Source: an optimization exercise on an open RTL-to-GDS flow (aim: small area, a short achievable clock period and few clock cycles per item). Production flows keep margins and buffers that such runs may drop.
At most, simulation tests tie the RTL to the original design; equivalence was not proved.
Power figures rest on the tool's default switching activity, not on a simulated workload.

==> flow/design.v (excerpt) <==
module bounded_ordered_set (
   input  logic        clock,
   input  logic        reset,
   input  logic        req_tvalid,
   output logic        req_tready,
   input  logic [31:0] req_tdata,
   input  logic [1:0]  req_tuser,
   output logic        rsp_tvalid,
   input  logic        rsp_tready,
   output logic [7:0]  rsp_tdata,   
   input  logic        csr_we,
   input  logic [3:0]  csr_wdata
);
==> flow/config.mk <==
export PLATFORM = sky130hd
export DESIGN_NAME = bounded_ordered_set
export DESIGN_NICKNAME = bounded_ordered_set
export VERILOG_FILES = /design/flow/design.v
export SDC_FILE = /design/flow/constraint.sdc
export NUM_CORES = 4
export LEC_CHECK = 0
export CAP_MARGIN = 20
export CORE_MARGIN = 2
export CORE_UTILIZATION = 55
export SETUP_SLACK_MARGIN = 2.2
export SLEW_MARGIN = 20
==> flow/constraint.sdc <==
create_clock -name core_clock -period 4.0 [get_ports {clock}]
set_input_delay 0.8000 -clock core_clock [delete_from_list [all_inputs] [get_ports {clock}]]
set_output_delay 0.8000 -clock core_clock [all_outputs]
set_load 0.01 [all_outputs]
run.sh (not shown) runs the stock make flow with config.mk's settings and CLKGATE_MAP_FILE= SYNTH_SCRIPT=/design/flow/synth_recipe.tcl, a recipe that flattens the netlist after the stock synthesis.
Testbench counts at the start, summed over its fixed seeds: cycles 16,016, items 16,000.
Edit:
--- a/flow/config.mk
+++ b/flow/config.mk
@@ -8,5 +8,5 @@
 export CAP_MARGIN = 20
 export CORE_MARGIN = 2
-export CORE_UTILIZATION = 55
+export CORE_UTILIZATION = 40
 export SETUP_SLACK_MARGIN = 2.2
 export SLEW_MARGIN = 20
Outcome:
- via count went down slightly
- hold slack loses 7.8 ps
- worst setup slack gains 36 ps
- synthesized area does not change
- design area rose slightly
- global-route usage falls by 6.2 points
- routed wire length rises slightly
- maximum frequency increases slightly
- non-clock buffer count climbs by 3
Edit:
--- a/flow/config.mk
+++ b/flow/config.mk
@@ -6,7 +6,8 @@
 export NUM_CORES = 4
 export LEC_CHECK = 0
+export ABC_AREA = 1
 export CAP_MARGIN = 20
 export CORE_MARGIN = 2
 export CORE_UTILIZATION = 40
-export SETUP_SLACK_MARGIN = 2.2
+export SETUP_SLACK_MARGIN = 2.0
 export SLEW_MARGIN = 20
Wire length is higher by well over a third.
Flip-flop and latch count does not change.
Cell count grows by well over a third.
Non-clock buffer count shrinks by 19.
Edit:
--- a/flow/config.mk
+++ b/flow/config.mk
@@ -6,5 +6,4 @@
 export NUM_CORES = 4
 export LEC_CHECK = 0
-export ABC_AREA = 1
 export CAP_MARGIN = 20
 export CORE_MARGIN = 2
After rerunning: The changed run completed with no timing, DRC or antenna violations. Final area shrinks by 8.7%. Cell count shrinks by 36%. Global-route usage shrinks by 8.4 points. Wire length shrinks by 39%. First-iteration DRC count shrinks by 59%. Via count shrinks by 38%. Clock skew is about the same. Sequential share of layout area grows by 4.7 points.

== job 6844 ==
Another version of the RTL of bounded_ordered_set (not shown whole).
For scale: roughly 950 cells after synthesis, about 350 flip-flops, ~53 I/O pins, about 14,000 um^2 of cells after synthesis.
export LEC_CHECK = 0
export ABC_CLOCK_PERIOD_IN_PS = 2000
export CAP_MARGIN = 20
export CORE_MARGIN = 2
export CORE_UTILIZATION = 40
export CTS_CLUSTER_SIZE = 40
export SETUP_SLACK_MARGIN = 2.2
export SLEW_MARGIN = 20
create_clock -name core_clock -period 4.0 [get_ports {clock}]
Job 6844 finished end to end and its layout was clean on timing, DRC and antenna.
## Diff of input files: job 6991 against job 6844
Settings: ABC_CLOCK_PERIOD_IN_PS: 2000 -> unset; CTS_CLUSTER_SIZE: 40 -> unset.
### Flow results
- Re count of clock-buffer cells in the layout: no difference whatsoever between job 6991 and job 6844.
- As far as critical path depth goes, job 6844 and job 6991 are indistinguishable; the numbers are identical.
- Going from job 6844 to job 6991, diode insertion count for antenna repair closely matched the old numbers; count of standard-cell rows flat; met2 layer wire length in the routed design about even.
- Overall power came out exactly the same in job 6844 and job 6991.
- Taking job 6844 as the reference, in job 6991 global-route usage comparable, clock power flat, area enclosed by the die boundary level.
Here is what was changed in the inputs of job 3362 compared with job 6991.
Settings: setting ABC_CLOCK_PERIOD_IN_PS to 1200 for the first time; changing SETUP_SLACK_MARGIN from 2.2 to 2.5.
==> notes.md <==
Diff job 6991 and job 3362: global-route usage lower in job 6991. Job 6991 has lower worst relative slew slack than job 3362. Status: routing usage on met2 parity (job 3362, job 6991). sky130_fd_sc_hd__o41ai_4 as the slowest cell on the critical path was reported by job 6991, and sky130_fd_sc_hd__dfxtp_2 by job 3362. Changes observed in job 3362 relative to job 6991: global-route wire length before repair higher; number of global-route vias before repair higher; cell area reported after detailed placement roughly the same; sequential cell area roughly the same; utilization higher. Job 3362 and job 6991 ended up with roughly the same final clock skew. Run comparison: job 6991 uppermost metal layer occupied by signal nets met5; job 3362 uppermost metal layer occupied by signal nets met4. Between job 6991 and job 3362, the cell count went up. Routed wire in job 3362 totals more than in job 6991.
Edits applied to the flow inputs when going from job 3362 to job 459:
Settings: SETUP_SLACK_MARGIN removed (was 2.5); ABC_CLOCK_PERIOD_IN_PS removed (was 1200).
- On share of synthesized area occupied by flip-flops and latches, job 459 tracks job 3362 almost exactly.
- [diff] setup slack after layout, job 459 relative to job 3362: regression
- Job 459 ended with more clock skew than job 3362.
- The lower post-detailed-route via-to-cell ratio came out of job 459.
- Power in sequential cells of job 3362 is on par with job 459.
Function was not checked in any run of this note: the RTL went through the layout flow alone.

bounded_ordered_set, a different RTL version from the one above (not shown whole).
For scale: about 1100 cells after synthesis, ~330 flip-flops, roughly 53 I/O pins, ~14000 µm² of cells after synthesis.
Settings: LEC_CHECK=0, ABC_AREA=1, CAP_MARGIN=20, CORE_MARGIN=2, CORE_UTILIZATION=40, CTS_CLUSTER_DIAMETER=120, CTS_CLUSTER_SIZE=25, SETUP_SLACK_MARGIN=2.2, SLEW_MARGIN=20; clock period 4.0 ns.
Testbench counts at the start, summed over its fixed seeds: cycles 16,016, items 16,000.
Edit:
CORE_UTILIZATION = 60   (was 40)
SETUP_SLACK_MARGIN = 2.25   (was 2.2)
Total power drops by 0.54%; worst setup slack gets worse by 0.0071 ns; global-route usage climbs by 7.4 points; clock skew climbs by 0.0070 ns; clock power hardly moves; wire length drops by 2.2%; sequential share of layout area climbs by 1.7 points; combinational power drops by 5.6%.

Starting RTL as in the previous note.
export LEC_CHECK = 0
export CAP_MARGIN = 20
export CORE_MARGIN = 2
export CORE_UTILIZATION = 60
export CTS_CLUSTER_DIAMETER = 120
export CTS_CLUSTER_SIZE = 25
export SETUP_SLACK_MARGIN = 2.25
export SLEW_MARGIN = 20
create_clock -name core_clock -period 4.0 [get_ports {clock}]
Testbench counts at the start, summed over its fixed seeds: cycles 16,016, items 16,000.
==> next run, changes <==
- ABC_AREA: unset -> 1
- CORE_UTILIZATION: 60 -> 40
- SETUP_SLACK_MARGIN: 2.25 -> 2.4
The new run completed with no timing, DRC or antenna violations.
Flip-flop and latch count stays the same.
Total power goes down by 0.72%.
Via count goes up by 8.3%.
Final area goes up by 3.4%.
==> next run, changes <==
- CORE_UTILIZATION: 40 -> 60
- SETUP_SLACK_MARGIN: 2.4 -> 2.2
=> Hold slack gets worse by 0.015 ns. Power goes down by about 1.1%. Design area goes down by 5.3%. Routed wire length goes down by 4.7%. Count of clock-buffer cells in the layout goes up by 1. Via count goes down by about 1%.
==> next run, changes <==
- CTS_CLUSTER_DIAMETER: 120 -> 150
- CTS_CLUSTER_SIZE: 25 -> 30
- SETUP_SLACK_MARGIN: 2.2 -> 2.25
What happened:
- The new run passed the timing, design-rule and antenna checks
- design area goes down slightly
- non-clock buffer count goes down by 9
- utilization goes down by 0.31 points
- die area is unchanged
- first-iteration DRC count goes up by about a fifth
- total power goes down by a few percent
- via count goes down slightly
- global-route usage goes down by 0.80 points
==> next run, changes <==
- CORE_UTILIZATION: 60 -> 40
- CTS_CLUSTER_DIAMETER: 150 -> 120
- CTS_CLUSTER_SIZE: 30 -> 25
- SETUP_SLACK_MARGIN: 2.25 -> 2.0
Power rises by 1.8%.
Worst setup slack loses 0.21 ns.
Wire length falls by 0.86%.
Critical path depth rises by 3.

bounded_ordered_set with an RTL version that a note above also has.
make LEC_CHECK=0 ABC_AREA=1 CAP_MARGIN=20 CORE_MARGIN=2 CORE_UTILIZATION=40 SETUP_SLACK_MARGIN=2.2 SLEW_MARGIN=20 finish   # period 4.0 ns
The baseline ran to the end with no violations.
Testbench counts at the start, summed over its fixed seeds: cycles 16,016, items 16,000.
Rerun with:
Settings changed: ABC_AREA 1 to unset, CTS_CLUSTER_DIAMETER set to 120, CTS_CLUSTER_SIZE set to 25.
After rerunning: The changed run finished with timing, DRC and antenna clean. Power goes down by 20%. Cell count goes down by 37%. Non-clock buffer count goes up by 33. Synthesized area goes down by 14%. Cell area goes down by 13%. Die area goes down by 13%. Worst hold slack improves by 0.036 ns. First-iteration DRC count goes down by 51%. Via count goes down by 38%. Flip-flop and latch count stays the same. Synthesized cell count goes down by 47%.

Starting RTL as in the previous note.
==> flow/config.mk <==
export PLATFORM = sky130hd
export DESIGN_NAME = bounded_ordered_set
export DESIGN_NICKNAME = bounded_ordered_set
export VERILOG_FILES = /design/flow/design.v
export SDC_FILE = /design/flow/constraint.sdc
export NUM_CORES = 4
export LEC_CHECK = 0
export ABC_AREA = 1
export CAP_MARGIN = 20
export CORE_MARGIN = 2
export CORE_UTILIZATION = 40
export CTS_BUF_LIST = sky130_fd_sc_hd__clkbuf_8
export SETUP_SLACK_MARGIN = 2.2
export SLEW_MARGIN = 20
==> flow/constraint.sdc <==
create_clock -name core_clock -period 4.0 [get_ports {clock}]
set_input_delay 0.8000 -clock core_clock [delete_from_list [all_inputs] [get_ports {clock}]]
set_output_delay 0.8000 -clock core_clock [all_outputs]
set_load 0.01 [all_outputs]
Testbench counts at the start, summed over its fixed seeds: cycles 16,016, items 16,000.
Next try:
- CTS_BUF_LIST: sky130_fd_sc_hd__clkbuf_8 -> unset
- SETUP_SLACK_MARGIN: 2.2 -> 2.35
After rerunning:
- synthesized area stays the same
- routed wire length increases by a few percent
- setup slack is better by 0.10 ns
- cell count increases slightly
- utilization increases by 5.6 points
- via count increases by a few percent

## port drivers added, routing unchanged
No port has a modelled driver above. Below, the same layouts with a new extraction and two added sets of constraints. Step 1: set_driving_cell puts a clkbuf_16 on clock and a buf_2 on each other input, an assumption about the parent block. Step 2 also shifts input and output timing later by t, the mid clock arrival at the registers, as if the neighbouring blocks saw the same clock. a / b / c = ideal / step 1 / step 2; a / b = the first two.
run	t (ns)	setup WS [ns]	worst setup path at the end	latest minus earliest clock arrival (ns)	cell pins on the clock port's net
the first run of note 1	0.553	1.923 / 1.952 / 1.398	input to register	0.018 / 0.019	1
the second run of note 1	0.558	1.959 / 1.969 / 1.411	input to register	0.018 / 0.019	1
the third run of note 1	0.605	1.983 / 2.003 / 1.414	input to register	0.031 / 0.031	1
the fourth run of note 1	0.554	1.936 / 1.935 / 1.381	input to register	0.028 / 0.028	1
job 6844	0.565	1.818 / 1.818 / 1.721	input to register	0.014 / 0.014	1
job 6991	0.565	1.818 / 1.818 / 1.721	input to register	0.014 / 0.014	1
job 3362	0.581	1.809 / 1.809 / 1.741	input to register	0.017 / 0.017	1
job 459	0.581	0.955 / 0.955 / 0.955	register to register	0.033 / 0.033	1
the first run of note 3	0.556	2.177 / 2.131 / 1.687	input to register	0.027 / 0.027	1
the second run of note 3	0.550	2.170 / 2.123 / 1.761	input to register	0.035 / 0.034	1
the first run of note 4	0.538	2.169 / 2.122 / 1.755	input to register	0.027 / 0.027	1
the second run of note 4	0.558	2.171 / 2.122 / 1.869	input to register	0.022 / 0.022	1
the third run of note 4	0.543	2.162 / 2.115 / 1.707	input to register	0.051 / 0.050	1
the fourth run of note 4	0.546	2.175 / 2.128 / 1.734	input to register	0.017 / 0.017	1
the fifth run of note 4	0.558	1.963 / 1.963 / 1.503	input to register	0.024 / 0.024	1
the first run of note 5	0.601	2.133 / 2.081 / 1.618	input to register	0.020 / 0.019	1
the second run of note 5	0.554	1.923 / 1.943 / 1.389	input to register	0.030 / 0.030	1
the first run of note 6	0.693	2.045 / 1.997 / 1.550	input to register	0.019 / 0.020	1
the second run of note 6	0.601	2.147 / 2.100 / 1.750	input to register	0.023 / 0.023	1
After both steps every run listed still meets setup and hold. For the third run of note 1, which loses most, drivers alone change the setup slack by +0.020 ns; drivers and shift together by -0.569 ns.
